From an optimization exercise on the open Yosys and OpenROAD flow, aimed at small area; shortcuts taken in it are not production practice. Only simulation tests tie the RTL to the original design; equivalence was not proved. Power is estimated from default activity; no workload was simulated.

$ cat flow/config.mk
export PLATFORM = sky130hd
export DESIGN_NAME = register_file
export DESIGN_NICKNAME = register_file
export VERILOG_FILES = /design/flow/design.v
export SDC_FILE = /design/flow/constraint.sdc
export NUM_CORES = 4
export LEC_CHECK = 0
export CAP_MARGIN = 20
export CORE_MARGIN = 2
export CORE_UTILIZATION = 40
export SLEW_MARGIN = 20
$ cat flow/run.sh
#!/bin/bash
# synth_recipe.tcl (not shown) runs the flow's synth.tcl, then flattens the netlist and writes it again
# the make line also repeats each setting of config.mk as NAME=value (left out here)
make -C /OpenROAD-flow-scripts/flow DESIGN_CONFIG=/design/flow/config.mk WORK_HOME=/design/flow/orfs CLKGATE_MAP_FILE= SYNTH_SCRIPT=/design/flow/synth_recipe.tcl finish
$ cat flow/design.v
module register_file #(
   parameter int XLEN   = 32,
   parameter int PEND_W = 2
) (
   input  logic            clock,
   input  logic            reset,
   input  logic            wb_enable,
   input  logic [4:0]      rs_d,
   input  logic [XLEN-1:0] reg_d,
   input  logic [4:0]      addr_rs1,
   input  logic [4:0]      addr_rs2,
   output logic [XLEN-1:0] data_rs1,
   output logic [XLEN-1:0] data_rs2,
   input  logic            issue_valid,
   input  logic            issue_wb,
   input  logic [4:0]      issue_rd,
   input  logic            flush,
   output logic            rs1_busy,
   output logic            rs2_busy,
   output logic            rd_full
);
   localparam logic [PEND_W-1:0] CNT_MAX = {PEND_W{1'b1}};
   logic [XLEN-1:0]   regs [32];
   logic [PEND_W-1:0] cnt  [32];
   logic              wb_hit;
   logic              full_raw;
   logic              inc;
   logic              dec;
   logic [PEND_W-1:0] thr1;
   logic [PEND_W-1:0] thr2;
   assign wb_hit   = wb_enable && (rs_d != 5'd0);
   assign full_raw = issue_wb && (issue_rd != 5'd0) && (cnt[issue_rd] == CNT_MAX);
   assign inc      = issue_valid && issue_wb && (issue_rd != 5'd0) && !full_raw;
   assign dec      = wb_hit && (cnt[rs_d] != '0);
   always_ff @(posedge clock) begin
      if (reset) begin
         for (int r = 0; r < 32; r++) begin
            regs[r] <= '0;
            cnt[r]  <= '0;
         end
      end else begin
         if (wb_hit)
            regs[rs_d] <= reg_d;
         if (flush) begin
            for (int r = 0; r < 32; r++)
               cnt[r] <= '0;
         end else begin
            for (int r = 1; r < 32; r++) begin
               if (inc && issue_rd == 5'(r) && !(dec && rs_d == 5'(r)))
                  cnt[r] <= cnt[r] + PEND_W'(1);
               else if (dec && rs_d == 5'(r) && !(inc && issue_rd == 5'(r)))
                  cnt[r] <= cnt[r] - PEND_W'(1);
            end
         end
      end
   end
   assign thr1 = (wb_hit && rs_d == addr_rs1) ? PEND_W'(1) : '0;
   assign thr2 = (wb_hit && rs_d == addr_rs2) ? PEND_W'(1) : '0;
   always_comb begin
      data_rs1 = '0;
      if (!reset && addr_rs1 != 5'd0)
         data_rs1 = (wb_hit && rs_d == addr_rs1) ? reg_d : regs[addr_rs1];
   end
   always_comb begin
      data_rs2 = '0;
      if (!reset && addr_rs2 != 5'd0)
         data_rs2 = (wb_hit && rs_d == addr_rs2) ? reg_d : regs[addr_rs2];
   end
   assign rs1_busy = !reset && (addr_rs1 != 5'd0) && (cnt[addr_rs1] > thr1);
   assign rs2_busy = !reset && (addr_rs2 != 5'd0) && (cnt[addr_rs2] > thr2);
   assign rd_full  = !reset && full_raw;
endmodule
$ cat flow/constraint.sdc
create_clock -name core_clock -period 8.0 [get_ports {clock}]
set_input_delay 1.6000 -clock core_clock [delete_from_list [all_inputs] [get_ports {clock}]]
set_output_delay 1.6000 -clock core_clock [all_outputs]
set_load 0.01 [all_outputs]
==> results.json, run 1 <==
{
  "die-area_um2": 153000,
  "timing.final.crit_share_pct": 89.8,
  "pre_cts_slack_ps": 897,
  "cp_top_family": "buffers and inverters",
  "post-route-drc-count": 0,
  "grt_overflow": 0,
  "yosysUniqueCellTypes": 71,
  "drv_cap": 0,
  "fp.dieH_um": 391,
  "avgViaCountPerCell": 6.61,
  "ant_nets": 0,
  "synth_ff_type": "edfxtp_1",
  "place_hpwl_mm": 140,
  "clkTransAtPathRegs_ps": 60,
  "yosysMostFrequentCell": "edfxtp_1",
  "cts_resized": 0,
  "fin_util_pct": 45.5,
  "startpoint": "rs_d[3]",
  "globalplace.congestion": 0.937,
  "routed_wl_mm": 230,
  "tritoncts": "done",
  "finalSetupViolations": 0,
  "synth_edf_count": 1024,
  "io_pins": 125,
  "critPathMaxStageDelay_ps": 660,
  "clock-skew-final_ps": 10.0,
  "postSynthCellCount": 4322,
  "grt_usage_pct": 29.8,
  "timing.setup.tns_ps": 0,
  "grt_setup_unrepaired": "false",
  "synth_async_sr_flop_share_pct": 0,
  "post_drt_wl_per_cell_um": 36.0,
  "h-tree-depth": 3,
  "io_buffers": 124,
  "max_freq_ghz": 0.139,
  "critPathBufInv": 6,
  "hold_path_class": "register to register",
  "setup_ws_ps": 813,
  "yosysTopAreaCell": "edfxtp_1",
  "synth.area.top_cells": "edfxtp_1 51%, mux4_2 19%, and2_1 10%",
  "syn-cell-area_um2": 59900,
  "synth_top_area_share_pct": 51.4,
  "worstReg2RegStart": "cnt[22][1]",
  "cts_sinks": 1086,
  "crit_path_end_kind": "primary output",
  "insertion_delay_ps": 750,
  "grt_max_degree": 85,
  "dp_cells": 6144,
  "post_cts.repair.setup_buffers": 0,
  "syn_to_final_growth_pct": 12.7,
  "hold_buffers": 0,
  "drive_gt1_share_pct": 22.5,
  "nFillCells": 12984,
  "cts.root.buffer_cell": "clkbuf_16",
  "route.vias.total": 42098,
  "nets": 4424,
  "dr.first_iter.drc_count": 6789,
  "worstSetupPathType": "input port to primary output",
  "critPathRequiredTime_ps": 6400,
  "grt_antenna_before_repair": 27,
  "stdcell_count": 6369,
  "synth_warnings": 2,
  "min_period_ps": 7190,
  "rows": 141,
  "final_max_slew_viol_count": 0,
  "crit_top_cell": "buf_4",
  "crit_chain": "clkdlybuf4s50_1, or3_1, buf_4, o31ai_4, buf_4, nor4_1, buf_4, and2_2, buf_4, a32o_1, clkdlybuf4s50_1",
  "worstMarginPinSlew_ps": 1210,
  "yosysSeqAreaShare_pct": 53.4,
  "dr.pass1.iters": 6,
  "core_region_area_um2": 148000,
  "synth_common_cells": "1024 x edfxtp_1, 1000 x and2_1, 513 x mux4_2",
  "crit_path_start_kind": "input port",
  "hold_viol_final": 0,
  "hp-start": "cnt[23][1]",
  "multi_input_area_um2": 26400,
  "regArea_um2": 32000,
  "die_w_um": 391,
  "slowest_stage": "clkdlybuf4s50_1",
  "irDropWorstVdd_uv": 229,
  "relSlewSlack_pct": 19.1,
  "grt_pass1_vias": 40536,
  "critPathArrivalTime_ps": 5590,
  "ys_seq_elements": 1086,
  "power_density_nw_per_um2": 204,
  "p_leak_nw": 22.7,
  "cts_buffers": 117,
  "status": "complete, no violations",
  "initial_core_util_pct": 40.4,
  "whs_ps": 536,
  "syn_avg_cell_area_um2": 13.9,
  "cts_buffer_depth": 3,
  "crit_fanout": 21,
  "grt_pass1_wl_mm": 319
}
==> path summary, 6_finish.rpt <==
kind	slack, ps	endpoint	cells past startpoint
worst max-delay path	810	data_rs2[21]	11
worst min-delay path	540	cnt[23][1]	2
worst max register to register	4520	cnt[25][1]	10
worst min register to register	540	cnt[23][1]	2
==> logic make-up (layout without fill, tap and decap cells) <==
| kind of cell | count (synthesis) | in the layout | synth area share (%) |
|---|---|---|---|
| mux | 582 | 582 | 20.5 |
| buf+inv | 473 | 546 | 3.19 |
| fa+ha+maj | 33 | 33 | 0.690 |
| compound gates | 549 | 549 | 6.17 |
| xor+xnor | 72 | 72 | 1.05 |
| flops | 1086 | 1086 | 53.4 |
| other cells | 1 | 45 | 0.00626 |
| simple gates | 1526 | 1526 | 15.0 |
==> where the power goes <==
group | leakage (nW) | total [W] | switching, W | internal (W)
logic | 10.7 | 0.00179 | 0.00107 | 0.000726
clock network | 1.75 | 0.00530 | 0.00240 | 0.00290
registers | 10.2 | 0.00665 | 0.000144 | 0.00651
total | 22.7 | 0.0137 | 0.00362 | 0.0101
==> metrics by stage <==
stage | area [µm²] | total power (W)
floorplan | 60000 | 0.00772
global placement | 63900 | 0.00850
detailed placement | 63900 | 0.00852
CTS | 67500 | 0.0137
global route | 67400 | 0.0141
finish | 67500 | 0.0137
==> per-layer routing <==
metal,up-vias,track usage (%),wire [µm]
met5,-,0,54
met2,3205,44.4,101000
met3,603,8.33,30600
met4,6,12.9,11100
met1,21573,41.0,86500
li1,16711,-,-
==> sequential cells by signal, summed over array words and instances, names as in the netlist <==
signal  count
cnt        62
regs     1024
==> cell usage in the layout, fill, tap and decap left out, types with 27 or more instances in the layout <==
master | Yosys | routed
buf_4 | 1 | 171
and2_1 | 1000 | 998
xor2_1 | 66 | 66
buf_12 | 0 | 27
clkdlybuf4s50_1 | 0 | 102
nand3_1 | 31 | 30
nand2_1 | 102 | 93
clkbuf_16 | 0 | 118
nor2_1 | 144 | 111
ha_1 | 33 | 33
or2_2 | 33 | 32
nor2_4 | 0 | 32
o21ai_0 | 59 | 59
mux2i_1 | 50 | 50
a21oi_1 | 79 | 78
edfxtp_1 | 1024 | 1024
conb_1 | 1 | 32
nor4_1 | 53 | 52
a22o_1 | 51 | 51
clkbuf_1 | 318 | 29
nor2b_1 | 31 | 30
clkinv_1 | 2 | 33
dfxtp_1 | 62 | 62
o22ai_1 | 222 | 222
or3_1 | 34 | 34
mux4_2 | 513 | 513
==> worst reg2reg max path, stage by stage (launching register included) <==
cell and delay (ps):
dfxtp_1 640, or3b_2 490, a21oi_1 150, o21ai_0 150, o2111a_1 170, nand4_1 310
buf_4 370, o2111ai_1 210, ha_1 400, or3_1 360, a21oi_1 150
==> area by class of cell <==
cell class              instances  share of cell area (%)
clock buffers                 147                    4.54
diodes                         13                  0.0482
repair buffers                321                    4.43
multi-input cells            2794                    39.1
clock inverters                65                   0.810
well taps                    1930                    3.58
flip-flops and latches       1086                    47.4
inverters                      13                  0.0723
==> run 2, diff against run 1 <==
==> flow/design.v (replaced) <==
module register_file #(
   parameter int XLEN   = 32,
   parameter int PEND_W = 2
) (
   input  logic            clock,
   input  logic            reset,
   input  logic            wb_enable,
   input  logic [4:0]      rs_d,
   input  logic [XLEN-1:0] reg_d,
   input  logic [4:0]      addr_rs1,
   input  logic [4:0]      addr_rs2,
   output logic [XLEN-1:0] data_rs1,
   output logic [XLEN-1:0] data_rs2,
   input  logic            issue_valid,
   input  logic            issue_wb,
   input  logic [4:0]      issue_rd,
   input  logic            flush,
   output logic            rs1_busy,
   output logic            rs2_busy,
   output logic            rd_full
);
   logic [XLEN-1:0]   regs [1:31];
   logic [PEND_W-1:0] cnt  [1:31];
   logic              byp1, byp2, c1_rsd, nz1, nz2, full_any;
   logic [XLEN-1:0]   wdata;
   logic [31:1]       wsel, isel, sel1, sel2, nz, gt1, full;
   logic [31:1]       col [XLEN];     
   assign wdata = reset ? '0 : reg_d;
   assign byp1 = !reset && wb_enable && (rs_d != 5'd0) && (rs_d == addr_rs1);
   assign byp2 = !reset && wb_enable && (rs_d != 5'd0) && (rs_d == addr_rs2);
   for (genvar r = 1; r < 32; r++) begin : g_reg
      assign wsel[r] = wb_enable && (rs_d == 5'(r));
      assign isel[r] = !reset && issue_wb && (issue_rd == 5'(r));
      assign sel1[r] = !reset && !byp1 && (addr_rs1 == 5'(r));
      assign sel2[r] = !reset && !byp2 && (addr_rs2 == 5'(r));
      assign gt1[r]  = cnt[r][1];
      assign nz[r]   = cnt[r][1] || cnt[r][0];
      assign full[r] = cnt[r][1] && !cnt[r][0];
      always_ff @(posedge clock)
         if (reset || wsel[r])
            regs[r] <= wdata;
      logic up, dn;
      assign up = issue_valid && isel[r] && !full[r];
      assign dn = wsel[r] && nz[r];
      always_ff @(posedge clock)
         if (reset || flush)
            cnt[r] <= '0;
         else if (up != dn)
            cnt[r] <= {cnt[r][0] ^ dn, cnt[r][1] ^ up};
      for (genvar j = 0; j < XLEN; j++) begin : g_col
         assign col[j][r] = regs[r][j];
      end
   end
   for (genvar j = 0; j < XLEN; j++) begin : g_rd
      rf_sel32 u_rs1 (.d({col[j], reg_d[j]}), .s({sel1, byp1}), .y(data_rs1[j]));
      rf_sel32 u_rs2 (.d({col[j], reg_d[j]}), .s({sel2, byp2}), .y(data_rs2[j]));
   end
   rf_sel31 u_nz1  (.d(nz),   .s(sel1), .y(nz1));
   rf_sel31 u_nz2  (.d(nz),   .s(sel2), .y(nz2));
   rf_sel31 u_gt1  (.d(gt1),  .s(wsel), .y(c1_rsd));
   rf_sel31 u_full (.d(full), .s(isel), .y(full_any));
   assign rs1_busy = nz1 || (byp1 && c1_rsd);
   assign rs2_busy = nz2 || (byp2 && c1_rsd);
   assign rd_full  = full_any;
endmodule
module rf_sel32 (
   input  logic [31:0] d,
   input  logic [31:0] s,
   output logic        y
);
   logic [10:0] g;
   for (genvar k = 0; k < 10; k++) begin : g_ao
      rf_aoi222 u (.a(d[3*k+2:3*k]), .s(s[3*k+2:3*k]), .y(g[k]));
   end
   rf_aoi22 u_last (.a(d[31:30]), .s(s[31:30]), .y(g[10]));
   assign y = !(&g);
endmodule
module rf_sel31 (
   input  logic [31:1] d,
   input  logic [31:1] s,
   output logic        y
);
   logic [10:0] g;
   for (genvar k = 0; k < 10; k++) begin : g_ao
      rf_aoi222 u (.a(d[3*k+3:3*k+1]), .s(s[3*k+3:3*k+1]), .y(g[k]));
   end
   assign g[10] = !(d[31] && s[31]);
   assign y = !(&g);
endmodule
module rf_aoi222 (
   input  logic [2:0] a,
   input  logic [2:0] s,
   output logic       y
);
   assign y = !((a[0] && s[0]) || (a[1] && s[1]) || (a[2] && s[2]));
endmodule
module rf_aoi22 (
   input  logic [1:0] a,
   input  logic [1:0] s,
   output logic       y
);
   assign y = !((a[0] && s[0]) || (a[1] && s[1]));
endmodule
--- a/flow/config.mk
+++ b/flow/config.mk
@@ -9,3 +9,4 @@
 export CORE_MARGIN = 2
 export CORE_UTILIZATION = 40
 export SLEW_MARGIN = 20
+export SYNTH_HIERARCHICAL = 1
==> run 2 against run 1 <==
Net effect:
- utilization rose by 1.9 points
- synthesized cell count fell by 35%
- still clean
- cell area fell by 23%
- clock skew rose by 7.4 ps
- setup slack got worse by 710 ps
- die area fell by 26%
- combinational power fell by 53%
- fmax fell by 9.0%
- wire length fell by 20%
- flip-flop and latch count fell by 32
- largest cell class unchanged
- count of clock-buffer cells in the layout fell by 15
- non-clock buffer count fell by 31
==> results.json, run 2 <==
{
  "status": "complete, no violations",
  "min_period_ps": 7900,
  "grt_usage_pct": 31.4,
  "critPathArrivalTime_ps": 6300,
  "crit_path_start_kind": "input port",
  "p_leak_nw": 17.0,
  "syn_to_final_growth_pct": 17.9,
  "mostFrequentLayoutCells": "992 x edfxtp_1, 680 x a222oi_1, 164 x buf_4, 137 x nand4_1, 123 x clkdlybuf4s50_1",
  "post-route-drc-count": 0,
  "irDropWorstVdd_uv": 244,
  "synth_async_sr_flop_share_pct": 0,
  "hold_depth": 2,
  "reg.largest.list": "regs: 992 flops, cnt: 62 flops",
  "worstMarginPinSlew_ps": 1240,
  "grt_max_degree": 54,
  "hold_viol_final": 0,
  "crit_fanout": 22,
  "post_drt_wl_per_cell_um": 38.9,
  "nFillCells": 9482,
  "yosysMostFrequentCell": "edfxtp_1",
  "dp_cells": 4505,
  "worstReg2RegStart": "cnt[23][1]",
  "top_register": "regs",
  "hold_path_class": "register to register",
  "ys_seq_elements": 1054,
  "cts_buffers": 105,
  "tritoncts": "done",
  "drv_cap": 0,
  "cts_buffer_depth": 3,
  "insertion_delay_ps": 700,
  "timing.final.crit_share_pct": 98.7,
  "hold_end": "cnt[18][0]",
  "die-area_um2": 113000,
  "fp.dieH_um": 337,
  "regToRegEndpoint": "cnt[23][0]",
  "die_w_um": 337,
  "core_region_area_um2": 110000,
  "cts.root.buffer_cell": "clkbuf_16",
  "grt_pass1_wl_mm": 253,
  "dr.pass1.iters": 17,
  "yosysSeqAreaShare_pct": 70.0,
  "final_common_cell": "edfxtp_1",
  "grt_antenna_before_repair": 11,
  "nets": 3182,
  "timing.setup.tns_ps": 0,
  "final_max_slew_viol_count": 0,
  "yosysTopAreaCell": "edfxtp_1",
  "grt_pass1_vias": 34701,
  "r2r_slack_ps": 6800,
  "largest_reg_flops": 992,
  "post_cts.repair.setup_buffers": 0,
  "grt_setup_unrepaired": "false",
  "critPathRequiredTime_ps": 6400,
  "avgViaCountPerCell": 7.65,
  "syn_avg_cell_area_um2": 15.9,
  "routed_wl_mm": 183,
  "hold_buffers": 0,
  "synth_top_area_share_pct": 67.2,
  "initial_core_util_pct": 40.2,
  "cts_resized": 0,
  "power_density_nw_per_um2": 240,
  "io_pins": 125,
  "place_hpwl_mm": 107,
  "regArea_um2": 31000,
  "finalSetupViolations": 0,
  "io_buffers": 124,
  "cts_sinks": 1054,
  "synth_warnings": 10,
  "globalplace.congestion": 0.918,
  "place_area_um2": 48800,
  "relSlewSlack_pct": 17.0,
  "synth_ff_type": "edfxtp_1",
  "clkTransAtPathRegs_ps": 60,
  "hp-start": "cnt[18][0]",
  "clock-skew-final_ps": 17.4,
  "synth.area.top_cells": "edfxtp_1 67%, a222oi_1 15%, dfxtp_1 2.8%",
  "dr.first_iter.drc_count": 9701,
  "power_w": 0.0125,
  "multi_input_area_um2": 13400,
  "route.vias.total": 35990,
  "yosysUniqueCellTypes": 53,
  "crit_path_end_kind": "primary output",
  "max_freq_ghz": 0.127,
  "synth_edf_count": 992,
  "syn-cell-area_um2": 44300,
  "drive_gt1_share_pct": 16.5,
  "postSynthCellCount": 2794,
  "synth_common_cells": "992 x edfxtp_1, 680 x a222oi_1, 137 x nand4_1",
  "grt_overflow": 0,
  "ant_nets": 0,
  "rr_worst_depth": 3,
  "stdcell_count": 4702,
  "worstSetupPathType": "input port to primary output",
  "rows": 122,
  "h-tree-depth": 3,
  "fin_area_um2": 52200
}
-- run 2: changes by cell type in the layout (fill, tap and decap cells not counted), sizes merged, moves of 55 or more --
cell	change
nor2	-55
o22ai	-222
a222oi	+680
nand4	+120
mux4	-513
and2	-1000
xor2	-64
nor3	+97
-- run 2: Yosys stat by module, one instance, submodules excluded --
| module | cells | cell area [µm²] | flip-flops and latches | times used |
|---|---|---|---|---|
| rf_aoi222 | 1 | 10.0 | 0 | 680 |
| rf_sel31 | 4 | 27.5 | 0 | 4 |
| rf_sel32 | 4 | 23.8 | 0 | 64 |
| register_file | 1778 | 35100 | 1054 | 1 |
| rf_aoi22 | 1 | 12.5 | 0 | 64 |
-- run 2: worst max-delay path, cell delays in order --
cell and delay (ps):
clkdlybuf4s50_1 870, xor2_1 240, nor4_4 670, buf_4 450, nor3_2 110, buf_4 230
a222oi_1 600, nand4_1 420, or3_1 560, clkdlybuf4s50_1 530
-- run 2: kinds of logic (layout without fill, tap and decap cells) --
family                    after synthesis  count (layout)  synth area share, %
DFF                                  1054            1054                 70.0
and+or+nand+nor                       748             748                 9.58
AOI/OAI and AO/OA                     886             886                 19.3
buffers and inverters                  96             508                0.909
other                                   0               8                    0
xor gates and xnor gates               10              10                0.198
-- run 2: power breakdown --
| part | internal (W) | total [W] | switching [W] | leakage, nW |
|---|---|---|---|---|
| Sequential | 0.00654 | 0.00678 | 0.000240 | 10.1 |
| Combinational | 0.000243 | 0.000849 | 0.000605 | 5.33 |
| Clock | 0.00275 | 0.00489 | 0.00214 | 1.61 |
-- run 2: layer usage --
layer  vias to the layer above  wire length, µm  track usage, %
met1                     17828            65100            41.8
met2                      3677            76300            44.7
met5                         -               38           0.638
li1                      13831                -               -
met3                       648            32300            12.3
met4                         6             9340            15.0
-- run 2: area by class of cell --
cell class                      instances  area share (%)
Tap cell                             1488            3.56
Clock buffer                          132            5.26
Multi-Input combinational cell       1644            25.6
Inverter                               29           0.208
Sequential cell                      1054            59.4
Clock inverter                         57            1.12
Timing Repair Buffer                  290            4.83
Antenna cell                            8          0.0383
-- run 2: how the worst max path moves through the flow --
stage	startpoint	to	slack, ps	cells past startpoint
2_1_floorplan	rs_d[1]	rs2_busy	60	10
3_3_place_gp	rs_d[1]	data_rs2[3]	470	11
3_5_place_dp	rs_d[0]	data_rs2[14]	390	11
4_1_cts	rs_d[1]	data_rs2[14]	370	11
5_1_grt	rs_d[4]	data_rs1[13]	100	10
6_report	rs_d[4]	data_rs1[13]	100	10
-- run 2: through the flow --
stage / hold WS [ps] / setup WS [ps] / util [%]
floorplan: 480 / 61.2 / -
global route: 542 / 97.1 / 47.4
detailed placement: 509 / 393 / 44.3
global placement: 490 / 469 / 44.3
CTS: 520 / 375 / 47.3
finish: 523 / 102 / 47.4
==> run 3, diff against run 2 <==
==> flow/flow/run.sh (new file) <==
#!/bin/bash
set -euo pipefail
export BUFFER_PORTS_ARGS="-buffer_cell sky130_fd_sc_hd__buf_1"
export CTS_ARGS="-sink_clustering_enable -repair_clock_nets -buf_list sky130_fd_sc_hd__clkbuf_16 -sink_clustering_size 24 -sink_clustering_max_diameter 80 -dont_use_dummy_load"
bash standard.sh > standard_flow.log 2>&1
==> flow/standard.sh (new file) <==
#!/bin/bash
# synth_recipe.tcl (not shown) runs the flow's synth.tcl, then flattens the netlist and writes it again
# the make line also repeats each setting of config.mk as NAME=value (left out here)
make -C /OpenROAD-flow-scripts/flow DESIGN_CONFIG=/design/flow/config.mk WORK_HOME=/design/flow/orfs CLKGATE_MAP_FILE= SYNTH_SCRIPT=/design/flow/synth_recipe.tcl "${@:-finish}"
removed: flow/run.sh
==> run 3 against run 2 <==
Net effect:
- clock power decreased by 42%
- global-route usage down 1.3 points
- wire length is 3.6% lower
- sequential share of layout area rose by 3.8 points
- combinational power decreased by 8.8%
- cell area down 6.0%
- via count fell by 3.4%
- first-iteration DRC count fell by 6.7%
- clock skew rose by 5.1 ps
==> results.json, run 3 <==
{
  "grt.busiest_layer": "met2",
  "r2r_slack_ps": 6770,
  "grt_setup_unrepaired": "false",
  "ys_seq_elements": 1054,
  "postSynthCellCount": 2794,
  "grt_antenna_before_repair": 3,
  "yosysTopAreaCell": "edfxtp_1",
  "relSlewSlack_pct": 24.1,
  "max_freq_ghz": 0.137,
  "grt_pass1_vias": 33289,
  "grt_overflow": 0,
  "synth_common_cells": "992 x edfxtp_1, 680 x a222oi_1, 137 x nand4_1",
  "crit_path_end_kind": "primary output",
  "insertion_delay_ps": 610,
  "synth.area.top_cells": "edfxtp_1 67%, a222oi_1 15%, dfxtp_1 2.8%",
  "worstMarginPinSlew_ps": 1140,
  "synth_warnings": 10,
  "die_w_um": 337,
  "final_common_cell": "edfxtp_1",
  "slowest_stage": "a222oi_1",
  "drive_gt1_share_pct": 13.4,
  "status": "complete, no violations",
  "critPathRequiredTime_ps": 6400,
  "die-area_um2": 113000,
  "route.vias.total": 34775,
  "grt_pass1_wl_mm": 243,
  "clkTransAtPathRegs_ps": 60,
  "final_max_slew_viol_count": 0,
  "power.switching_w": 0.00252,
  "yosysSeqAreaShare_pct": 70.0,
  "largest_reg_flops": 992,
  "hold_buffers": 0,
  "crit_chain": "buf_1, xnor2_1, nand2_1, nor4_4, buf_4, nor3_2, buf_4, a222oi_1, nand4_1, a2111o_1, a31o_2, buf_1",
  "dr.first_iter.drc_count": 9052,
  "synth_edf_count": 992,
  "globalplace.congestion": 0.948,
  "timing.final.crit_share_pct": 91.0,
  "critPathMaxStageDelay_ps": 690,
  "syn_avg_cell_area_um2": 15.9,
  "place_hpwl_mm": 101,
  "syn-cell-area_um2": 44300,
  "cts_buffer_depth": 3,
  "p_leak_nw": 15.5,
  "hold_viol_final": 0,
  "syn_to_final_growth_pct": 10.9,
  "yosysMostFrequentCell": "edfxtp_1",
  "top_register": "regs",
  "finalSetupViolations": 0,
  "whs_ps": 514,
  "grtUsageMet2_pct": 45.6,
  "crit_fanout": 32,
  "critPathBufInv": 4,
  "power.share.clock_pct": 27.4,
  "rows": 122,
  "fp.dieH_um": 337,
  "critPathArrivalTime_ps": 5680,
  "grt_usage_pct": 30.0,
  "nFillCells": 9726,
  "synth_async_sr_flop_share_pct": 0,
  "post_drt_wl_per_cell_um": 39.0,
  "p_int_w": 0.00786,
  "cts_resized": 0,
  "nets": 3098,
  "core_region_area_um2": 110000,
  "power_density_nw_per_um2": 211,
  "h-tree-depth": 2,
  "synth_ff_type": "edfxtp_1",
  "mostFrequentLayoutCells": "992 x edfxtp_1, 680 x a222oi_1, 137 x nand4_1, 134 x buf_4, 123 x buf_1",
  "post_cts.repair.setup_buffers": 0,
  "cp_top_family": "buffers and inverters",
  "met1_usage_pct": 38.4,
  "swShare_pct": 24.3,
  "routed_wl_mm": 177,
  "clock-skew-final_ps": 22.5,
  "initial_core_util_pct": 40.2,
  "io_pins": 125,
  "post-route-drc-count": 0,
  "ant_nets": 0,
  "combPwrFrac_pct": 7.5,
  "hold_path_class": "register to register",
  "tritoncts": "done",
  "seqPwrFrac_pct": 65.1,
  "io_buffers": 124,
  "grt_use_met3_pct": 9.25,
  "irDropWorstVdd_uv": 178,
  "yosysUniqueCellTypes": 53,
  "cts_buffers": 53,
  "drv_cap": 0,
  "avgViaCountPerCell": 7.68,
  "worstSetupPathType": "input port to primary output",
  "grt_max_degree": 50,
  "crit_path_start_kind": "input port",
  "min_period_ps": 7280,
  "dr.pass1.iters": 13,
  "cts.root.buffer_cell": "clkbuf_16",
  "reg.largest.list": "regs: 992 flops, cnt: 62 flops",
  "cts_sinks": 1054,
  "timing.setup.tns_ps": 0,
  "synth_top_area_share_pct": 67.2
}
run 3: changes by cell type in the layout (fill, tap and decap cells not counted), sizes merged:
cell	delta
buf	+90
bufinv	-10
clkbuf	-78
clkdlybuf4s50	-123
clkinv	-40
clkinvlp	-5
diode	-4
inv	-2
run 3: cell families after synthesis:
group	after synthesis	share of synthesized area, %
compound gates	886	19.3
simple gates	748	9.58
buf+inv	96	0.909
xor+xnor	10	0.198
flops	1054	70.0
run 3: metrics by stage:
step	std cells	setup WS [ps]	power [W]	area [µm²]	util, %
after global placement	4473	1010	0.00757	47800	43.3
after CTS	4526	920	0.0104	49100	44.6
after detailed placement	4473	959	0.00762	47800	43.4
after global routing	4526	779	0.0106	49100	44.6
after floorplan	2794	61.2	0.00716	44300	-
final	4530	721	0.0104	49100	44.6
run 3: area by class of cell:
class                           count  area, µm²  share of cell area [%]
Antenna cell                        4       10.0                  0.0204
Timing Repair Buffer              258       1480                    3.00
Clock buffer                       53       1330                    2.70
Multi-Input combinational cell   1644      13300                    27.1
Sequential cell                  1054      31000                    63.2
Tap cell                         1488       1860                    3.79
Inverter                           29        109                   0.222
run 3: path summary, 6_finish.rpt:
check | from | endpoint | cells past startpoint
max | rs_d[3] | rs1_busy | 12
min | cnt[1][0] | cnt[1][0] | 2
max reg2reg | cnt[23][1] | cnt[23][0] | 3
min reg2reg | cnt[1][0] | cnt[1][0] | 2
run 3: Yosys stat by module (local to each module, per instance):
module	flip-flops and latches	cell area (µm²)	cells inside	times used
register_file	1054	35100	1778	1
rf_sel32	0	23.8	4	64
rf_aoi22	0	12.5	1	64
rf_aoi222	0	10.0	1	680
rf_sel31	0	27.5	4	4
run 3: power by group through the flow:
stage                     combinational [W]  sequential (W)  clock [W]
after global placement             0.000733         0.00684          0
after CTS                          0.000746         0.00675    0.00286
after detailed placement           0.000744         0.00688          0
after global routing               0.000784         0.00681    0.00303
after floorplan                    0.000344         0.00681          0
final                              0.000774         0.00676    0.00285
run 3: per-layer routing:
layer  up-vias  share of wire (%)
li1      13545                  -
met1     17224                 34
met2      3413                 44
met3       591                 16
met4         2                6.2
met5         -             0.0040
run 3: tightest hold or removal path, cell delays in order, from the launching register on:
cell	delay (ps)
dfxtp_1	330
o221ai_1	70
a21oi_1	60
==> run 4, diff against run 3 <==
--- a/flow/design.v
+++ b/flow/design.v
@@ -28,11 +28,11 @@
    assign wdata = reset ? '0 : reg_d;
    assign byp1 = !reset && wb_enable && (rs_d != 5'd0) && (rs_d == addr_rs1);
    assign byp2 = !reset && wb_enable && (rs_d != 5'd0) && (rs_d == addr_rs2);
+   rf_dec u_decw (.a(rs_d),     .en(wb_enable),          .y(wsel));
+   rf_dec u_deci (.a(issue_rd), .en(!reset && issue_wb), .y(isel));
+   rf_dec u_dec1 (.a(addr_rs1), .en(!reset && !byp1),    .y(sel1));
+   rf_dec u_dec2 (.a(addr_rs2), .en(!reset && !byp2),    .y(sel2));
    for (genvar r = 1; r < 32; r++) begin : g_reg
-      assign wsel[r] = wb_enable && (rs_d == 5'(r));
-      assign isel[r] = !reset && issue_wb && (issue_rd == 5'(r));
-      assign sel1[r] = !reset && !byp1 && (addr_rs1 == 5'(r));
-      assign sel2[r] = !reset && !byp2 && (addr_rs2 == 5'(r));
       assign gt1[r]  = cnt[r][1];
       assign nz[r]   = cnt[r][1] || cnt[r][0];
       assign full[r] = cnt[r][1] && !cnt[r][0];
@@ -101,3 +101,35 @@
 );
    assign y = !((a[0] && s[0]) || (a[1] && s[1]));
 endmodule
+module rf_dec (
+   input  logic [4:0]  a,
+   input  logic        en,
+   output logic [31:1] y
+);
+   logic [3:0] hi_n;
+   logic [7:0] lo_n;
+   rf_predec u_pre (.a(a), .en(en), .hi_n(hi_n), .lo_n(lo_n));
+   rf_decfin u_fin (.hi_n(hi_n), .lo_n(lo_n), .y(y));
+endmodule
+module rf_predec (
+   input  logic [4:0] a,
+   input  logic       en,
+   output logic [3:0] hi_n,
+   output logic [7:0] lo_n
+);
+   for (genvar k = 0; k < 4; k++) begin : g_hi
+      assign hi_n[k] = !(en && a[4:3] == 2'(k));
+   end
+   for (genvar m = 0; m < 8; m++) begin : g_lo
+      assign lo_n[m] = !(a[2:0] == 3'(m));
+   end
+endmodule
+module rf_decfin (
+   input  logic [3:0]  hi_n,
+   input  logic [7:0]  lo_n,
+   output logic [31:1] y
+);
+   for (genvar i = 1; i < 32; i++) begin : g_y
+      assign y[i] = !(hi_n[i / 8] || lo_n[i % 8]);
+   end
+endmodule
==> run 4 against run 3 <==
Net effect:
- still clean
- final cell count down 3.6%
- via count down 1.0%
- critical path depth up 1
- critical endpoint is now rs2_busy
==> results.json, run 4 <==
{
  "tritoncts": "done",
  "grt_overflow": 0,
  "yosysTopAreaCell": "edfxtp_1",
  "post_cts.repair.setup_buffers": 0,
  "timing.final.crit_share_pct": 95.2,
  "largest_reg_flops": 992,
  "avgViaCountPerCell": 7.88,
  "synth_common_cells": "992 x edfxtp_1, 680 x a222oi_1, 153 x nor2_1",
  "syn_avg_cell_area_um2": 16.4,
  "finalSetupViolations": 0,
  "dr.first_iter.drc_count": 9059,
  "irDropWorstVdd_uv": 184,
  "die_w_um": 335,
  "crit_fanout": 20,
  "cts.root.buffer_cell": "clkbuf_16",
  "h-tree-depth": 2,
  "fin_area_um2": 49100,
  "post-route-drc-count": 0,
  "grt_max_degree": 83,
  "grt_pass1_wl_mm": 245,
  "power_density_nw_per_um2": 213,
  "p_leak_nw": 15.5,
  "synth.area.top_cells": "edfxtp_1 68%, a222oi_1 15%, dfxtp_1 2.8%",
  "die-area_um2": 113000,
  "routed_wl_mm": 178,
  "cts_sinks": 1054,
  "drv_cap": 0,
  "nets": 3009,
  "worstMarginPinSlew_ps": 1150,
  "io_pins": 125,
  "synth_edf_count": 992,
  "synth_ff_type": "edfxtp_1",
  "reg.largest.list": "regs: 992 flops, cnt: 62 flops",
  "met1_usage_pct": 39.2,
  "postSynthCellCount": 2686,
  "dr.pass1.iters": 14,
  "hold_path_class": "register to register",
  "worstSetupPathType": "input port to primary output",
  "core_region_area_um2": 109000,
  "grt_pass1_vias": 33370,
  "yosysMostFrequentCell": "edfxtp_1",
  "crit_path_start_kind": "input port",
  "clock-skew-final_ps": 45.7,
  "io_buffers": 124,
  "cts_buffer_depth": 3,
  "critPathArrivalTime_ps": 6020,
  "whs_ps": 515,
  "grt_use_met3_pct": 9.85,
  "synth_warnings": 10,
  "insertion_delay_ps": 650,
  "syn_to_final_growth_pct": 11.8,
  "mostFrequentLayoutCells": "992 x edfxtp_1, 680 x a222oi_1, 136 x nand4_1, 122 x buf_1, 104 x buf_4",
  "nFillCells": 9416,
  "place_hpwl_mm": 109,
  "relSlewSlack_pct": 22.7,
  "crit_path_end_kind": "primary output",
  "fp.dieH_um": 335,
  "final_max_slew_viol_count": 0,
  "critPathRequiredTime_ps": 6400,
  "grt_antenna_before_repair": 3,
  "ys_seq_elements": 1054,
  "status": "complete, no violations",
  "synth_top_area_share_pct": 67.8,
  "place_area_um2": 47600,
  "rows": 121,
  "hold_viol_final": 0,
  "top_register": "regs",
  "initial_core_util_pct": 40.4,
  "min_period_ps": 7620,
  "clkTransAtPathRegs_ps": 40,
  "globalplace.congestion": 0.954,
  "max_freq_ghz": 0.131,
  "yosysSeqAreaShare_pct": 70.6,
  "timing.setup.tns_ps": 0,
  "grtUsageMet2_pct": 45.7,
  "cts_resized": 0,
  "drive_gt1_share_pct": 14.4,
  "hold_buffers": 0,
  "final_common_cell": "edfxtp_1",
  "yosysUniqueCellTypes": 41,
  "grt_setup_unrepaired": "false",
  "route.vias.total": 34418,
  "synth_async_sr_flop_share_pct": 0,
  "ant_nets": 0,
  "grt_usage_pct": 30.5,
  "grt.busiest_layer": "met2",
  "cts_buffers": 56,
  "syn-cell-area_um2": 43900,
  "power_w": 0.0105,
  "post_drt_wl_per_cell_um": 40.8
}
## run 4: layout make-up
| type | instances | area [µm²] | area share [%] |
|---|---|---|---|
| repair buffers | 242 | 1530 | 3.11 |
| multi-input cells | 1571 | 13300 | 27.1 |
| inverters | 26 | 97.6 | 0.199 |
| flip-flops and latches | 1054 | 31000 | 63.2 |
| well taps | 1414 | 1770 | 3.60 |
| clock buffers | 56 | 1400 | 2.85 |
| diodes | 2 | 5.00 | 0.0102 |
## run 4: cells by family (layout without fill, tap and decap cells)
| kind of cell | after synthesis | in the layout | share of synthesized area (%) |
|---|---|---|---|
| AO/OA/AOI/OAI | 912 | 912 | 20.4 |
| XOR/XNOR | 8 | 8 | 0.159 |
| buffers and inverters | 61 | 324 | 0.743 |
| flip-flops | 1054 | 1054 | 70.6 |
| other | 0 | 2 | 0 |
| AND/OR/NAND/NOR | 651 | 651 | 8.11 |
## run 4: per-module statistics from Yosys (local to each module, per instance), a selection
module | cell area, µm² | copies in the design | flops+latches | cells inside
rf_aoi222 | 10.0 | 680 | 0 | 1
register_file | 33700 | 1 | 1054 | 1486
rf_sel32 | 23.8 | 64 | 0 | 4
rf_aoi22 | 12.5 | 64 | 0 | 1
rf_decfin | 158 | 4 | 0 | 34
rf_sel31 | 27.5 | 4 | 0 | 4
rf_predec | 88.8 | 4 | 0 | 12
## run 4: worst max-delay path, stage by stage
cell      delay [ps]
buf_1            210
or4_4            620
nor2_1           110
o41a_1           320
nand3_1          690
nor2_4           920
buf_4            600
a222oi_1         220
nand4_1          170
a2111o_1         170
inv_1             70
o31ai_1           90
buf_1            210
## run 4: worst paths after layout
check / cells after the start / startpoint / endpoint / slack [ps]
worst max register to register: 2 / cnt[23][0] / cnt[23][0] / 6930
worst min-delay path: 2 / cnt[16][0] / cnt[16][0] / 520
worst min register to register: 2 / cnt[16][0] / cnt[16][0] / 520
worst max-delay path: 13 / rs_d[1] / rs2_busy / 380
## run 4: power breakdown
| group | total, W | internal (W) | switching, W |
|---|---|---|---|
| logic | 0.000760 | 0.000156 | 0.000603 |
| registers | 0.00676 | 0.00653 | 0.000237 |
| clock network | 0.00294 | 0.00124 | 0.00170 |
| total | 0.0105 | 0.00793 | 0.00254 |
## run 4: through the flow
step / worst slack, ps / util, % / std cells
floorplan: 1180 / - / 2686
global placement: 778 / 43.6 / 4302
detailed placement: 693 / 43.7 / 4306
CTS: 688 / 45.0 / 4362
global route: 401 / 45.1 / 4363
finish: 385 / 45.1 / 4365
## run 4: metal layers
metal	wire [µm]	up-vias
li1	-	13240
met1	61900	17288
met2	77800	3280
met5	12	-
met4	11100	2
met3	27400	608
==> run 5, diff against run 4 <==
--- a/flow/design.v
+++ b/flow/design.v
@@ -19,49 +19,79 @@
    output logic            rs2_busy,
    output logic            rd_full
 );
-   logic [XLEN-1:0]   regs [1:31];
+   logic [XLEN-1:0]   regs_n [1:31];   
    logic [PEND_W-1:0] cnt  [1:31];
    logic              byp1, byp2, c1_rsd, nz1, nz2, full_any;
-   logic [XLEN-1:0]   wdata;
-   logic [31:1]       wsel, isel, sel1, sel2, nz, gt1, full;
-   logic [31:1]       col [XLEN];     
-   assign wdata = reset ? '0 : reg_d;
+   logic [XLEN-1:0]   wdata_n;
+   logic [31:1]       wsel, isel, sel1_n, sel2_n, nz_n, gt1, full;
+   logic [31:1]       col_n [XLEN];   
+   assign wdata_n = reset ? '1 : ~reg_d;
    assign byp1 = !reset && wb_enable && (rs_d != 5'd0) && (rs_d == addr_rs1);
    assign byp2 = !reset && wb_enable && (rs_d != 5'd0) && (rs_d == addr_rs2);
    rf_dec u_decw (.a(rs_d),     .en(wb_enable),          .y(wsel));
    rf_dec u_deci (.a(issue_rd), .en(!reset && issue_wb), .y(isel));
-   rf_dec u_dec1 (.a(addr_rs1), .en(!reset && !byp1),    .y(sel1));
-   rf_dec u_dec2 (.a(addr_rs2), .en(!reset && !byp2),    .y(sel2));
+   rf_decn u_dec1 (.a(addr_rs1), .en(!reset && !byp1), .y_n(sel1_n));
+   rf_decn u_dec2 (.a(addr_rs2), .en(!reset && !byp2), .y_n(sel2_n));
    for (genvar r = 1; r < 32; r++) begin : g_reg
       assign gt1[r]  = cnt[r][1];
-      assign nz[r]   = cnt[r][1] || cnt[r][0];
+      assign nz_n[r] = !(cnt[r][1] || cnt[r][0]);
       assign full[r] = cnt[r][1] && !cnt[r][0];
       always_ff @(posedge clock)
          if (reset || wsel[r])
-            regs[r] <= wdata;
+            regs_n[r] <= wdata_n;
       logic up, dn;
       assign up = issue_valid && isel[r] && !full[r];
-      assign dn = wsel[r] && nz[r];
+      assign dn = wsel[r] && !nz_n[r];
       always_ff @(posedge clock)
          if (reset || flush)
             cnt[r] <= '0;
          else if (up != dn)
             cnt[r] <= {cnt[r][0] ^ dn, cnt[r][1] ^ up};
       for (genvar j = 0; j < XLEN; j++) begin : g_col
-         assign col[j][r] = regs[r][j];
+         assign col_n[j][r] = regs_n[r][j];
       end
    end
    for (genvar j = 0; j < XLEN; j++) begin : g_rd
-      rf_sel32 u_rs1 (.d({col[j], reg_d[j]}), .s({sel1, byp1}), .y(data_rs1[j]));
-      rf_sel32 u_rs2 (.d({col[j], reg_d[j]}), .s({sel2, byp2}), .y(data_rs2[j]));
+      rf_osel32 u_rs1 (.d_n({col_n[j], wdata_n[j]}), .s_n({sel1_n, !byp1}), .y(data_rs1[j]));
+      rf_osel32 u_rs2 (.d_n({col_n[j], wdata_n[j]}), .s_n({sel2_n, !byp2}), .y(data_rs2[j]));
    end
-   rf_sel31 u_nz1  (.d(nz),   .s(sel1), .y(nz1));
-   rf_sel31 u_nz2  (.d(nz),   .s(sel2), .y(nz2));
+   rf_osel31 u_nz1 (.d_n(nz_n), .s_n(sel1_n), .y(nz1));
+   rf_osel31 u_nz2 (.d_n(nz_n), .s_n(sel2_n), .y(nz2));
    rf_sel31 u_gt1  (.d(gt1),  .s(wsel), .y(c1_rsd));
    rf_sel31 u_full (.d(full), .s(isel), .y(full_any));
    assign rs1_busy = nz1 || (byp1 && c1_rsd);
    assign rs2_busy = nz2 || (byp2 && c1_rsd);
    assign rd_full  = full_any;
+endmodule
+module rf_osel32 (
+   input  logic [31:0] d_n,
+   input  logic [31:0] s_n,
+   output logic        y
+);
+   logic [15:0] p;
+   for (genvar k = 0; k < 16; k++) begin : g_oa
+      rf_oai22 u (.a_n(d_n[2*k+1:2*k]), .s_n(s_n[2*k+1:2*k]), .y(p[k]));
+   end
+   assign y = |p;
+endmodule
+module rf_osel31 (
+   input  logic [31:1] d_n,
+   input  logic [31:1] s_n,
+   output logic        y
+);
+   logic [15:0] p;
+   for (genvar k = 0; k < 15; k++) begin : g_oa
+      rf_oai22 u (.a_n(d_n[2*k+2:2*k+1]), .s_n(s_n[2*k+2:2*k+1]), .y(p[k]));
+   end
+   assign p[15] = !(d_n[31] || s_n[31]);
+   assign y = |p;
+endmodule
+module rf_oai22 (
+   input  logic [1:0] a_n,
+   input  logic [1:0] s_n,
+   output logic       y
+);
+   assign y = !((a_n[0] || s_n[0]) && (a_n[1] || s_n[1]));
 endmodule
 module rf_sel32 (
    input  logic [31:0] d,
@@ -111,6 +141,30 @@
    rf_predec u_pre (.a(a), .en(en), .hi_n(hi_n), .lo_n(lo_n));
    rf_decfin u_fin (.hi_n(hi_n), .lo_n(lo_n), .y(y));
 endmodule
+module rf_decn (
+   input  logic [4:0]  a,
+   input  logic        en,
+   output logic [31:1] y_n
+);
+   logic [3:0] hi;
+   logic [7:0] lo;
+   for (genvar k = 0; k < 4; k++) begin : g_hi
+      assign hi[k] = en && a[4:3] == 2'(k);
+   end
+   for (genvar m = 0; m < 8; m++) begin : g_lo
+      assign lo[m] = a[2:0] == 3'(m);
+   end
+   rf_decfin_n u_fin (.hi(hi), .lo(lo), .y_n(y_n));
+endmodule
+module rf_decfin_n (
+   input  logic [3:0]  hi,
+   input  logic [7:0]  lo,
+   output logic [31:1] y_n
+);
+   for (genvar i = 1; i < 32; i++) begin : g_y
+      assign y_n[i] = !(hi[i / 8] && lo[i % 8]);
+   end
+endmodule
 module rf_predec (
    input  logic [4:0] a,
    input  logic       en,
==> run 5 against run 4 <==
Net effect:
- still clean on timing, DRC and antenna
- combinational power hardly changed
- largest cell class unchanged
- clock skew is 20 ps lower
- sequential power hardly changed
==> results.json, run 5 <==
{
  "fin_area_um2": 48500,
  "irDropWorstVdd_uv": 183,
  "dr.first_iter.drc_count": 6244,
  "synth_ff_type": "edfxtp_1",
  "nFillCells": 9579,
  "place_area_um2": 47100,
  "hold_end": "cnt[6][0]",
  "place_hpwl_mm": 105,
  "slowest_stage": "nand2_2",
  "p_leak_nw": 15.6,
  "final_common_cell": "o22ai_1",
  "crit_top_cell": "buf_1",
  "crit_chain": "buf_1, xor2_1, nor4_2, a31oi_1, and3b_1, nand2_2, buf_4, o22ai_1, nor4_1, nand4_1, buf_1",
  "postSynthCellCount": 3080,
  "post-route-drc-count": 0,
  "synth_top_area_share_pct": 68.3,
  "critPathArrivalTime_ps": 5810,
  "timing.final.crit_share_pct": 92.7,
  "h-tree-depth": 2,
  "yosysUniqueCellTypes": 47,
  "critPathRequiredTime_ps": 6400,
  "largest_reg_flops": 992,
  "mostFrequentLayoutCells": "1054 x o22ai_1, 992 x edfxtp_1, 256 x nor4_1, 162 x buf_4, 125 x nor2_1",
  "grt_usage_pct": 30.4,
  "yosysSeqAreaShare_pct": 71.1,
  "cts_buffer_depth": 3,
  "rr_worst_depth": 2,
  "insertion_delay_ps": 660,
  "grt_pass1_wl_mm": 241,
  "r2r_slack_ps": 6900,
  "top_register": "regs_n",
  "route.vias.total": 35283,
  "fp.dieH_um": 334,
  "syn_avg_cell_area_um2": 14.2,
  "critPathBufInv": 3,
  "synth.area.top_cells": "edfxtp_1 68%, o22ai_1 15%, nor4_1 3.7%",
  "hold_path_class": "register to register",
  "synth_async_sr_flop_share_pct": 0,
  "timing.setup.tns_ps": 0,
  "critPathMaxStageDelay_ps": 740,
  "worstSetupPathType": "input port to primary output",
  "dr.pass1.iters": 9,
  "worstReg2RegStart": "cnt[24][0]",
  "hold_depth": 2,
  "post_cts.repair.setup_buffers": 0,
  "die-area_um2": 112000,
  "ant_nets": 0,
  "multi_input_area_um2": 12500,
  "grt_overflow": 0,
  "cp_top_family": "simple AND/OR/NAND/NOR gates",
  "hold_buffers": 0,
  "rows": 121,
  "avgViaCountPerCell": 7.34,
  "fin_util_pct": 44.7,
  "crit_path_end_kind": "primary output",
  "worstMarginPinSlew_ps": 1160,
  "reg.largest.list": "regs_n: 992 flops, cnt: 62 flops",
  "final_max_slew_viol_count": 0,
  "min_period_ps": 7410,
  "grt_max_degree": 82,
  "crit_fanout": 19,
  "grt_setup_unrepaired": "false",
  "relSlewSlack_pct": 22.8,
  "syn_to_final_growth_pct": 11.2,
  "nets": 3451,
  "syn-cell-area_um2": 43600,
  "core_region_area_um2": 109000,
  "crit_path_start_kind": "input port",
  "synth_warnings": 10,
  "yosysTopAreaCell": "edfxtp_1",
  "tritoncts": "done",
  "hold_viol_final": 0,
  "grt_antenna_before_repair": 2,
  "hp-start": "cnt[6][0]",
  "power_density_nw_per_um2": 214,
  "regArea_um2": 31000,
  "synth_common_cells": "1054 x o22ai_1, 992 x edfxtp_1, 256 x nor4_1",
  "clock-skew-final_ps": 25.8,
  "io_buffers": 124,
  "status": "complete, no violations",
  "routed_wl_mm": 176,
  "globalplace.congestion": 0.932,
  "yosysMostFrequentCell": "o22ai_1",
  "post_drt_wl_per_cell_um": 36.7,
  "drive_gt1_share_pct": 10.6,
  "cts_buffers": 54,
  "grt_pass1_vias": 32921,
  "initial_core_util_pct": 40.2,
  "finalSetupViolations": 0,
  "io_pins": 125,
  "drv_cap": 0,
  "die_w_um": 334,
  "regToRegEndpoint": "cnt[24][0]",
  "clkTransAtPathRegs_ps": 60,
  "synth_edf_count": 992,
  "cts.root.buffer_cell": "clkbuf_16",
  "cts_resized": 0,
  "ys_seq_elements": 1054,
  "max_freq_ghz": 0.135,
  "cts_sinks": 1054
}
-- run 5: final cells by class --
cell class              count  area share [%]
inverters                  21           0.163
repair buffers            292            3.72
well taps                1414            3.65
diodes                      1         0.00516
multi-input cells        1970            25.7
flip-flops and latches   1054            64.0
clock buffers              54            2.79
-- run 5: layer usage --
metal  vias to the layer above  share of wire [%]  GRT usage (%)
li1                      14157                  -              -
met1                     17325                 36           39.9
met2                      3086                 44           46.6
met3                       713                 14           8.36
met4                         2                6.0           15.1
met5                         -             0.0062              0
-- run 5: where the power goes --
| group | internal, W | switching [W] | total [W] |
|---|---|---|---|
| registers | 0.00652 | 0.000219 | 0.00674 |
| clock network | 0.00120 | 0.00169 | 0.00289 |
| logic | 0.000178 | 0.000579 | 0.000757 |
-- run 5: cell families after synthesis --
family / share of synthesized area, %
AO/OA/AOI/OAI: 18.6
XOR/XNOR: 0.201
buffers and inverters: 0.703
flip-flops: 71.1
AND/OR/NAND/NOR: 9.38
-- run 5: worst reg2reg max path, cell delays in order (launching register included) --
cell      delay (ps)
dfxtp_1          420
a21bo_2          260
a311oi_1         310
-- run 5: worst max-delay path by stage --
stage,to,depth (start not counted),slack (ps),from
after floorplan,rs1_busy,11,2050,rs_d[2]
after global placement,rs2_busy,11,460,rs_d[1]
after detailed placement,data_rs1[8],11,840,rs_d[2]
after CTS,data_rs1[9],11,840,rs_d[1]
after global routing,data_rs1[30],11,500,rs_d[1]
final,data_rs1[8],11,590,rs_d[2]
-- run 5: per-stage QoR --
step	setup slack, ps	std cells	total power [W]	hold WS [ps]
after CTS	840	4804	0.0104	519
after global routing	503	4805	0.0106	545
final	587	4806	0.0104	521
after global placement	458	4749	0.00757	510
after floorplan	2050	3080	0.00716	482
after detailed placement	839	4750	0.00759	510
-- run 5: Yosys stat by module, one instance, submodules excluded, a selection --
module	area (µm²)	flops+latches	times used
rf_decn	96.3	0	2
rf_sel31	27.5	0	2
rf_predec	88.8	0	2
register_file	33700	1054	1
rf_osel32	31.3	0	64
rf_oai22	6.26	0	1054
rf_osel31	53.8	0	2
rf_aoi222	10.0	0	20
rf_decfin	158	0	2
rf_decfin_n	131	0	2
==> run 6, diff against run 5 <==
==> flow/flow/run.sh (replaced) <==
#!/bin/bash
set -euo pipefail
export BUFFER_PORTS_ARGS="-buffer_cell sky130_fd_sc_hd__buf_1"
export CTS_ARGS="-sink_clustering_enable -repair_clock_nets -buf_list sky130_fd_sc_hd__clkbuf_16 -sink_clustering_size 28 -sink_clustering_max_diameter 90 -dont_use_dummy_load"
bash standard.sh > standard_flow.log 2>&1
==> run 6 against run 5 <==
Net effect:
- via count increased by 0.45%
- wire length about the same
- setup slack got worse by 4.3 ps
- combinational power about the same
- largest power group unchanged
==> results.json, run 6 <==
{
  "grt_antenna_before_repair": 2,
  "cts_buffers": 46,
  "multi_input_area_um2": 12500,
  "final_max_slew_viol_count": 0,
  "die_w_um": 334,
  "grt_usage_pct": 30.4,
  "timing.setup.tns_ps": 0,
  "finalSetupViolations": 0,
  "core_region_area_um2": 109000,
  "stdcell_count": 4800,
  "syn-cell-area_um2": 43600,
  "syn_to_final_growth_pct": 10.7,
  "cts_buffer_depth": 3,
  "rows": 121,
  "cts_sinks": 1054,
  "syn_avg_cell_area_um2": 14.2,
  "critPathRequiredTime_ps": 6400,
  "grt_use_met3_pct": 8.86,
  "mostFrequentLayoutCells": "1054 x o22ai_1, 992 x edfxtp_1, 256 x nor4_1, 161 x buf_4, 125 x nor2_1",
  "power_density_nw_per_um2": 211,
  "initial_core_util_pct": 40.2,
  "max_freq_ghz": 0.135,
  "post_cts.repair.setup_buffers": 0,
  "fin_area_um2": 48300,
  "hold_buffers": 0,
  "cts_resized": 0,
  "io_pins": 125,
  "p_leak_nw": 15.5,
  "insertion_delay_ps": 630,
  "grtUsageMet2_pct": 46.3,
  "dr.pass1.iters": 8,
  "place_hpwl_mm": 105,
  "irDropWorstVdd_uv": 173,
  "status": "complete, no violations",
  "reg.largest.list": "regs_n: 992 flops, cnt: 62 flops",
  "timing.final.crit_share_pct": 92.7,
  "relSlewSlack_pct": 23.0,
  "post_drt_wl_per_cell_um": 36.7,
  "clock-skew-final_ps": 46.1,
  "tritoncts": "done",
  "synth.area.top_cells": "edfxtp_1 68%, o22ai_1 15%, nor4_1 3.7%",
  "synth_ff_type": "edfxtp_1",
  "crit_path_end_kind": "primary output",
  "dr.first_iter.drc_count": 6059,
  "synth_common_cells": "1054 x o22ai_1, 992 x edfxtp_1, 256 x nor4_1",
  "critPathArrivalTime_ps": 5820,
  "ys_seq_elements": 1054,
  "drv_cap": 0,
  "crit_fanout": 17,
  "min_period_ps": 7420,
  "largest_reg_flops": 992,
  "yosysMostFrequentCell": "o22ai_1",
  "grt_max_degree": 82,
  "final_common_cell": "o22ai_1",
  "regArea_um2": 31000,
  "synth_edf_count": 992,
  "nFillCells": 9592,
  "clkTransAtPathRegs_ps": 60,
  "worstMarginPinSlew_ps": 1150,
  "yosysSeqAreaShare_pct": 71.1,
  "route.vias.total": 35442,
  "synth_warnings": 10,
  "postSynthCellCount": 3080,
  "worstSetupPathType": "input port to primary output",
  "die-area_um2": 112000,
  "crit_path_start_kind": "input port",
  "hold_path_class": "register to register",
  "grt_overflow": 0,
  "nets": 3442,
  "synth_async_sr_flop_share_pct": 0,
  "routed_wl_mm": 176,
  "ant_nets": 0,
  "yosysUniqueCellTypes": 47,
  "grt_pass1_wl_mm": 241,
  "grt_setup_unrepaired": "false",
  "io_buffers": 124,
  "drive_gt1_share_pct": 10.4,
  "post-route-drc-count": 0,
  "place_area_um2": 47100,
  "grt_pass1_vias": 32965,
  "hold_viol_final": 0,
  "met1_usage_pct": 39.5,
  "avgViaCountPerCell": 7.38,
  "dp_cells": 4750,
  "h-tree-depth": 2,
  "fp.dieH_um": 334,
  "globalplace.congestion": 0.932,
  "cts.root.buffer_cell": "clkbuf_16",
  "yosysTopAreaCell": "edfxtp_1",
  "grt.busiest_layer": "met2",
  "top_register": "regs_n",
  "synth_top_area_share_pct": 68.3
}
## run 6: changes by cell type in the layout (fill, tap and decap cells not counted)
cell	delta
clkbuf_16	-8
diode_2	+3
buf_4	-1
## run 6: stage by stage
stage | power (W) | hold slack [ps] | utilization, % | setup slack, ps
after detailed placement | 0.00759 | 510 | 43.4 | 839
final | 0.0102 | 521 | 44.5 | 583
after global placement | 0.00757 | 510 | 43.4 | 458
after global routing | 0.0104 | 545 | 44.5 | 540
after floorplan | 0.00716 | 482 | - | 2050
after CTS | 0.0102 | 519 | 44.5 | 833
## run 6: final timing paths
path / start / endpoint / slack, ps / depth (start not counted)
worst max register to register: cnt[24][0] / cnt[24][0] / 6930 / 2
worst max-delay path: rs_d[2] / data_rs1[8] / 580 / 11
worst min-delay path: cnt[6][0] / cnt[6][0] / 520 / 2
worst min register to register: cnt[6][0] / cnt[6][0] / 520 / 2
## run 6: layer usage
layer,part of all wire [%],vias to the layer above
li1,-,14154
met1,36,17456
met2,44,3113
met3,14,717
met4,6.2,2
met5,0.0074,-
## run 6: modules after synthesis, one instance, submodules excluded, excerpt
module,flip-flops and latches,cells inside
register_file,1054,1484
rf_aoi222,0,1
rf_decfin_n,0,34
rf_decn,0,12
rf_osel31,0,5
rf_osel32,0,5
rf_sel31,0,4
## run 6: logic make-up (layout without fill, tap and decap cells)
family	count (synthesis)	after routing	share of synthesized area (%)
compound gates	1240	1240	18.6
flops	1054	1054	71.1
simple gates	720	720	9.38
buf+inv	56	358	0.703
xor+xnor	10	10	0.201
other cells	0	4	0
## run 6: final cells by class
type	count	area share, %
repair buffers	291	3.72
clock buffers	46	2.38
multi-input cells	1970	25.8
inverters	21	0.163
diodes	4	0.0207
well taps	1414	3.66
flip-flops and latches	1054	64.2
## run 6: power breakdown
| part | switching [W] | internal, W |
|---|---|---|
| sequential | 0.000219 | 0.00652 |
| combinational | 0.000579 | 0.000177 |
| clock | 0.00166 | 0.00104 |
| total | 0.00246 | 0.00774 |
## run 6: critical path: stages
cell	delay, ps
buf_1	370
xor2_1	140
nor4_2	460
a31oi_1	330
and3b_1	450
nand2_2	710
buf_4	520
o22ai_1	150
nor4_1	610
nand4_1	260
buf_1	190
==> run 7, diff against run 6 <==
--- a/flow/config.mk
+++ b/flow/config.mk
@@ -7,6 +7,6 @@
 export LEC_CHECK = 0
 export CAP_MARGIN = 20
 export CORE_MARGIN = 2
-export CORE_UTILIZATION = 40
+export CORE_UTILIZATION = 60
 export SLEW_MARGIN = 20
 export SYNTH_HIERARCHICAL = 1
==> run 7 against run 6 <==
Net effect:
- first-iteration DRC count grew 16%
- power shrank 0.37%
- setup slack gained 210 ps
- hold slack gained 0.51 ps
- via count grew 2.9%
- sequential power is essentially flat
- non-clock buffer count grew 5
- critical path type unchanged
- highest routed layer unchanged
==> results.json, run 7 <==
{
  "crit_path_end_kind": "primary output",
  "die-area_um2": 74900,
  "p_leak_nw": 15.5,
  "synth_edf_count": 992,
  "yosysUniqueCellTypes": 47,
  "crit_fanout": 21,
  "max_freq_ghz": 0.139,
  "syn-cell-area_um2": 43600,
  "drive_gt1_share_pct": 10.6,
  "place_area_um2": 46600,
  "grt_usage_pct": 46.3,
  "hold_path_class": "register to register",
  "synth_async_sr_flop_share_pct": 0,
  "globalplace.congestion": 0.967,
  "timing.setup.tns_ps": 0,
  "swShare_pct": 24.0,
  "nets": 3446,
  "synth_warnings": 10,
  "post-route-drc-count": 0,
  "grt_max_degree": 82,
  "critPathBufInv": 2,
  "cts_sinks": 1054,
  "synth.area.top_cells": "edfxtp_1 68%, o22ai_1 15%, nor4_1 3.7%",
  "seqPwrFrac_pct": 66.5,
  "whs_ps": 521,
  "fp.dieH_um": 274,
  "p_int_w": 0.00772,
  "timing.final.crit_share_pct": 90.1,
  "hp-start": "cnt[12][0]",
  "cts.root.buffer_cell": "clkbuf_16",
  "clock-skew-final_ps": 62.5,
  "finalSetupViolations": 0,
  "synth_top_area_share_pct": 68.3,
  "rows": 98,
  "postSynthCellCount": 3080,
  "ys_seq_elements": 1054,
  "syn_to_final_growth_pct": 9.49,
  "fin_util_pct": 66.6,
  "power_density_nw_per_um2": 213,
  "largest_reg_flops": 992,
  "core_region_area_um2": 71700,
  "io_buffers": 124,
  "grt_overflow": 0,
  "power.switching_w": 0.00244,
  "h-tree-depth": 2,
  "routed_wl_mm": 176,
  "cts_resized": 0,
  "grt_setup_unrepaired": "false",
  "io_pins": 125,
  "hold_depth": 2,
  "worstReg2RegStart": "cnt[26][0]",
  "critPathRequiredTime_ps": 6400,
  "crit_path_start_kind": "input port",
  "top_register": "regs_n",
  "critPathMaxStageDelay_ps": 810,
  "status": "complete, no violations",
  "crit_chain": "buf_1, xor2_1, nor4_2, a31oi_1, and3b_1, nand2_2, o22ai_1, nor4_2, o2111ai_1, or4_1, a31o_2, buf_1",
  "route.vias.total": 36465,
  "cts_buffer_depth": 3,
  "insertion_delay_ps": 640,
  "regToRegEndpoint": "cnt[26][1]",
  "irDropWorstVdd_uv": 231,
  "yosysMostFrequentCell": "o22ai_1",
  "place_hpwl_mm": 107,
  "cp_top_family": "simple AND/OR/NAND/NOR gates",
  "power.share.clock_pct": 25.9,
  "tritoncts": "done",
  "r2r_slack_ps": 6940,
  "reg.largest.list": "regs_n: 992 flops, cnt: 62 flops",
  "drv_cap": 0,
  "ant_nets": 0,
  "final_common_cell": "o22ai_1",
  "final_max_slew_viol_count": 0,
  "yosysTopAreaCell": "edfxtp_1",
  "hold_end": "cnt[12][0]",
  "grt_pass1_vias": 34303,
  "slowest_stage": "nand2_2",
  "grt_pass1_wl_mm": 243,
  "relSlewSlack_pct": 20.9,
  "yosysSeqAreaShare_pct": 71.1,
  "critPathArrivalTime_ps": 5610,
  "syn_avg_cell_area_um2": 14.2,
  "clkTransAtPathRegs_ps": 50,
  "hold_buffers": 0,
  "hold_viol_final": 0,
  "dr.pass1.iters": 8,
  "avgViaCountPerCell": 8.40,
  "combPwrFrac_pct": 7.5,
  "min_period_ps": 7210,
  "worstSetupPathType": "input port to primary output",
  "nFillCells": 5145,
  "die_w_um": 274,
  "initial_core_util_pct": 60.8,
  "fin_area_um2": 47800,
  "dr.first_iter.drc_count": 7028,
  "worstMarginPinSlew_ps": 1190,
  "synth_common_cells": "1054 x o22ai_1, 992 x edfxtp_1, 256 x nor4_1",
  "grt_antenna_before_repair": 9,
  "mostFrequentLayoutCells": "1054 x o22ai_1, 992 x edfxtp_1, 256 x nor4_1, 165 x buf_4, 125 x nor2_1",
  "cts_buffers": 45,
  "rr_worst_depth": 3,
  "post_cts.repair.setup_buffers": 0,
  "synth_ff_type": "edfxtp_1",
  "post_drt_wl_per_cell_um": 40.6
}
## run 7: cell counts after synthesis
Identical to the previous run, type by type.
## run 7: cell type report
type | instances | area, µm² | share of cell area [%]
tap | 950 | 1190 | 2.49
sequential | 1054 | 31000 | 65.0
multi-input combinational | 1970 | 12500 | 26.1
inverter | 21 | 78.8 | 0.165
timing repair buffer | 296 | 1850 | 3.86
antenna | 6 | 15.0 | 0.0314
clock buffer | 45 | 1130 | 2.36
## run 7: metrics by stage
| stage | total power (W) | worst slack (ps) | cells |
|---|---|---|---|
| detailed placement | 0.00759 | 978 | 4290 |
| global route | 0.0104 | 743 | 4336 |
| CTS | 0.0101 | 956 | 4335 |
| global placement | 0.00756 | 649 | 4289 |
| floorplan | 0.00716 | 2050 | 3080 |
| finish | 0.0102 | 790 | 4342 |
## run 7: how the worst max path moves through the flow
stage,startpoint,end,slack (ps),depth (start not counted)
2_1_floorplan,rs_d[2],rs1_busy,2050,11
3_3_place_gp,rs_d[1],data_rs1[17],650,12
3_5_place_dp,rs_d[2],rs1_busy,980,12
4_1_cts,rs_d[2],rs1_busy,960,12
5_1_grt,rs_d[2],rs1_busy,740,12
6_report,rs_d[2],rs1_busy,790,12
## run 7: worst min-delay path, stage by stage, from the launching register on
cell	delay [ps]
dfxtp_1	340
nand3_1	80
a21oi_1	60
## run 7: routing by layer
layer / global-route usage [%] / vias up / wire (µm)
li1: - / 14146 / -
met1: 57.5 / 17441 / 55600
met2: 68.8 / 3858 / 75500
met3: 16.3 / 1006 / 29800
met4: 30.6 / 14 / 15400
met5: 0.0642 / - / 90
## run 7: cell families after synthesis
| kind of cell | Yosys count | synth area share [%] |
|---|---|---|
| XOR/XNOR | 10 | 0.201 |
| flip-flops | 1054 | 71.1 |
| AO/OA/AOI/OAI | 1240 | 18.6 |
| AND/OR/NAND/NOR | 720 | 9.38 |
| buffers and inverters | 56 | 0.703 |
## run 7: power by group through the flow
| stage | logic (W) | registers, W | clock network (W) |
|---|---|---|---|
| global route | 0.000767 | 0.00680 | 0.00278 |
| global placement | 0.000710 | 0.00685 | 0 |
| finish | 0.000765 | 0.00676 | 0.00263 |
| detailed placement | 0.000721 | 0.00687 | 0 |
| floorplan | 0.000353 | 0.00680 | 0 |
| CTS | 0.000721 | 0.00675 | 0.00260 |
## run 7: modules after synthesis, one instance, submodules excluded, excerpt
module / cells inside / area [µm²] / flip-flops and latches / copies in the design
register_file: 1484 / 33700 / 1054 / 1
rf_aoi222: 1 / 10.0 / 0 / 20
rf_decfin: 34 / 158 / 0 / 2
rf_sel31: 4 / 27.5 / 0 / 2
rf_decn: 12 / 96.3 / 0 / 2
rf_osel31: 5 / 53.8 / 0 / 2
rf_decfin_n: 34 / 131 / 0 / 2
rf_osel32: 5 / 31.3 / 0 / 64
rf_oai22: 1 / 6.26 / 0 / 1054
rf_predec: 12 / 88.8 / 0 / 2

static timing again, ports no longer ideal:
In the flow no input, the clock included, has a driving cell. The finished layouts below were timed again as built, in two steps. Step 1 (the two cells are an assumption about what drives the block):
set clk [get_ports {clock}]
set_driving_cell -lib_cell sky130_fd_sc_hd__clkbuf_16 $clk
set_driving_cell -lib_cell sky130_fd_sc_hd__buf_2 [delete_from_list [all_inputs] $clk]
Step 2 adds t to the input delays and takes it off the output delays; t is the mean of the earliest and latest rising clock arrival at the registers after step 1. Input paths then give back, and output paths get back, about the clock's delay inside the block. Slacks: ideal / step 1 / step 2; pairs: ideal / step 1.
run | t, ns | setup slack, ns | worst slew at a driven data input, ns
run 1 | 0.839 | 0.813 / 0.784 / 0.784 | 0.20
run 2 | 0.756 | 0.102 / 0.056 / 0.056 | 0.09
run 3 | 0.709 | 0.721 / 0.691 / 0.691 | 0.06
run 4 | 0.718 | 0.385 / 0.354 / 0.354 | 0.14
run 5 | 0.729 | 0.587 / 0.565 / 0.565 | 0.09
run 6 | 0.697 | 0.583 / 0.561 / 0.561 | 0.09
run 7 | 0.683 | 0.790 / 0.763 / 0.763 | 0.16
After both steps every run listed still meets setup and hold. For run 2, which loses most, drivers alone change the setup slack by -0.046 ns; drivers and shift together by -0.046 ns.
